From an optimization exercise on the open Yosys and OpenROAD flow, aimed at a short achievable clock period and few clock cycles; shortcuts taken in it are not production practice. In this exercise RTL edits were held to simulation tests only and were not proved equivalent to the original. Power figures rest on the tool's default switching activity, not on a simulated workload.

== main ==
// matrix_calc_top
module matrix_calc_top (
	input  logic       clk,
	input  logic       rst_n,
	input  logic       rx_valid,
	input  logic [7:0] rx_data,
	input  logic [7:0] command,
	input  logic [7:0] scalar_in,
	input  logic       confirm,
	input  logic       tx_busy,
	output logic       tx_start,
	output logic [7:0] tx_data,
	output logic       busy,
	output logic       error,
	output logic       timer_active
);
For scale: about 2400 cells after synthesis, ~41 I/O pins, roughly 32000 µm² of cells after synthesis.
Settings: LEC_CHECK=0, CAP_MARGIN=20, CORE_MARGIN=2, CORE_UTILIZATION=40, SETUP_SLACK_MARGIN=5, SLEW_MARGIN=20; clock period 11.0 ns.
run.sh (not shown) runs the stock make flow with config.mk's settings and CLKGATE_MAP_FILE= SYNTH_SCRIPT=/design/flow/synth_recipe.tcl, a recipe that flattens the netlist after the stock synthesis.
main completed end to end with timing, DRC and antenna clean.
Testbench counts of main, summed over its fixed seeds: cycles 244,618.
[inputs] the feature branch vs main
# main
export LEC_CHECK = 0
export CAP_MARGIN = 20
export CORE_MARGIN = 2
export CORE_UTILIZATION = 40
export SETUP_SLACK_MARGIN = 5
export SLEW_MARGIN = 20
create_clock -name core_clock -period 11.0 [get_ports {clk}]
# the feature branch
export LEC_CHECK = 0
export CAP_MARGIN = 20
export CORE_MARGIN = 2
export CORE_UTILIZATION = 40
export SLEW_MARGIN = 20
create_clock -name core_clock -period 11.0 [get_ports {clk}]
==> flow/flow/run.sh (new file) <==
#!/bin/bash
set -euo pipefail
bash standard.sh SETUP_SLACK_MARGIN=6.4 \
	"BUFFER_PORTS_ARGS=-buffer_cell sky130_fd_sc_hd__buf_4" finish > standard_flow.log 2>&1
==> flow/standard.sh (new file) <==
#!/bin/bash
# synth_recipe.tcl (not shown) runs the flow's synth.tcl, then flattens the netlist and writes it again
# the make line also repeats each setting of config.mk as NAME=value (left out here)
make -C /OpenROAD-flow-scripts/flow DESIGN_CONFIG=/design/flow/config.mk WORK_HOME=/design/flow/orfs CLKGATE_MAP_FILE= SYNTH_SCRIPT=/design/flow/synth_recipe.tcl "${@:-finish}"
removed: flow/run.sh
## What came out
Final cell count: the feature branch vs main — no meaningful difference. Relative to main, the worst setup slack of the feature branch is higher by 1.06 ns. Diff main -> the feature branch: global-route usage level; post-CTS setup buffer count moved up; post-route standard cell area excluding fillers moved down; power moved down. Sort the feature branch and main by core utilization asc -> top: the feature branch. main -> the feature branch: final max-slew violation count delta 0, exact match.

---

matrix_calc_top, a different RTL version from the one above (not shown whole).
// matrix_calc_top
module matrix_calc_top (
	input  logic       clk,
	input  logic       rst_n,
	input  logic       rx_valid,
	input  logic [7:0] rx_data,
	input  logic [7:0] command,
	input  logic [7:0] scalar_in,
	input  logic       confirm,
	input  logic       tx_busy,
	output logic       tx_start,
	output logic [7:0] tx_data,
	output logic       busy,
	output logic       error,
	output logic       timer_active
);
make LEC_CHECK=0 CAP_MARGIN=20 CORE_MARGIN=2 CORE_UTILIZATION=40 SETUP_SLACK_MARGIN=5 SLEW_MARGIN=20 finish   # period 11.0 ns
Stock flow here: none of the scripts above is used.
Testbench counts at the start, summed over its fixed seeds: cycles 244,618.
==> next run, changes <==
==> flow/flow/run.sh (new file) <==
#!/bin/bash
set -euo pipefail
bash standard.sh SETUP_SLACK_MARGIN=6.4 \
	"BUFFER_PORTS_ARGS=-buffer_cell sky130_fd_sc_hd__buf_4" finish > standard_flow.log 2>&1
==> flow/standard.sh (new file) <==
#!/bin/bash
# synth_recipe.tcl (not shown) runs the flow's synth.tcl, then flattens the netlist and writes it again
# the make line also repeats each setting of config.mk as NAME=value (left out here)
make -C /OpenROAD-flow-scripts/flow DESIGN_CONFIG=/design/flow/config.mk WORK_HOME=/design/flow/orfs CLKGATE_MAP_FILE= SYNTH_SCRIPT=/design/flow/synth_recipe.tcl "${@:-finish}"
Settings changed: SETUP_SLACK_MARGIN 5 to default.
removed: flow/run.sh
Effect: Area after synthesis is unchanged. Global-route usage came out higher by 0.18 points. Worst setup slack gains 1.1 ns. Cell area is about the same. Sequential share of layout area came out lower by 0.14 points. Via count came out lower by 0.44%. Utilization came out higher by 0.12 points. Total power came out higher by 0.73%. Critical path depth is unchanged. First-iteration DRC count came out lower by 9.9%.
==> next run, changes <==
==> flow/run.sh (new file) <==
#!/bin/bash
# synth_recipe.tcl (not shown) runs the flow's synth.tcl, then flattens the netlist and writes it again
# the make line also repeats each setting of config.mk as NAME=value (left out here)
make -C /OpenROAD-flow-scripts/flow DESIGN_CONFIG=/design/flow/config.mk WORK_HOME=/design/flow/orfs CLKGATE_MAP_FILE= SYNTH_SCRIPT=/design/flow/synth_recipe.tcl finish
removed: flow/flow/run.sh
removed: flow/standard.sh
The new run produced a clean layout. Final area hardly moves. Wire length decreases by about 0.9%. Power decreases by 0.73%.

==> port drivers added, routing unchanged <==
How much do the figures lean on ideal ports? The routed layouts below were timed once more, with nothing changed but the port constraints.
Step 1: set_driving_cell puts a clkbuf_16 on clk and a buf_2 on each other input, an assumption about the parent block.
Step 2 also shifts input and output timing later by t, the mid clock arrival at the registers, as if the neighbouring blocks saw the same clock.
Slacks: ideal ports / drivers / drivers and shift; pairs: ideal ports / drivers.
run	t (ns)	slack for setup (ns)	clock arrival spread, ns
main	0.673	5.231 / 5.210 / 5.210	0.027 / 0.027
the feature branch	0.669	6.286 / 6.254 / 6.254	0.032 / 0.031
the first run of note 2	0.689	5.157 / 5.133 / 5.133	0.054 / 0.054
the second run of note 2	0.694	6.285 / 6.252 / 6.252	0.046 / 0.046
the third run of note 2	0.692	4.943 / 4.918 / 4.918	0.056 / 0.056
After both steps setup and hold are still met in every run listed. The setup slack of the second run of note 2, which loses most, moves by -0.033 ns with the drivers and by -0.033 ns with both steps.
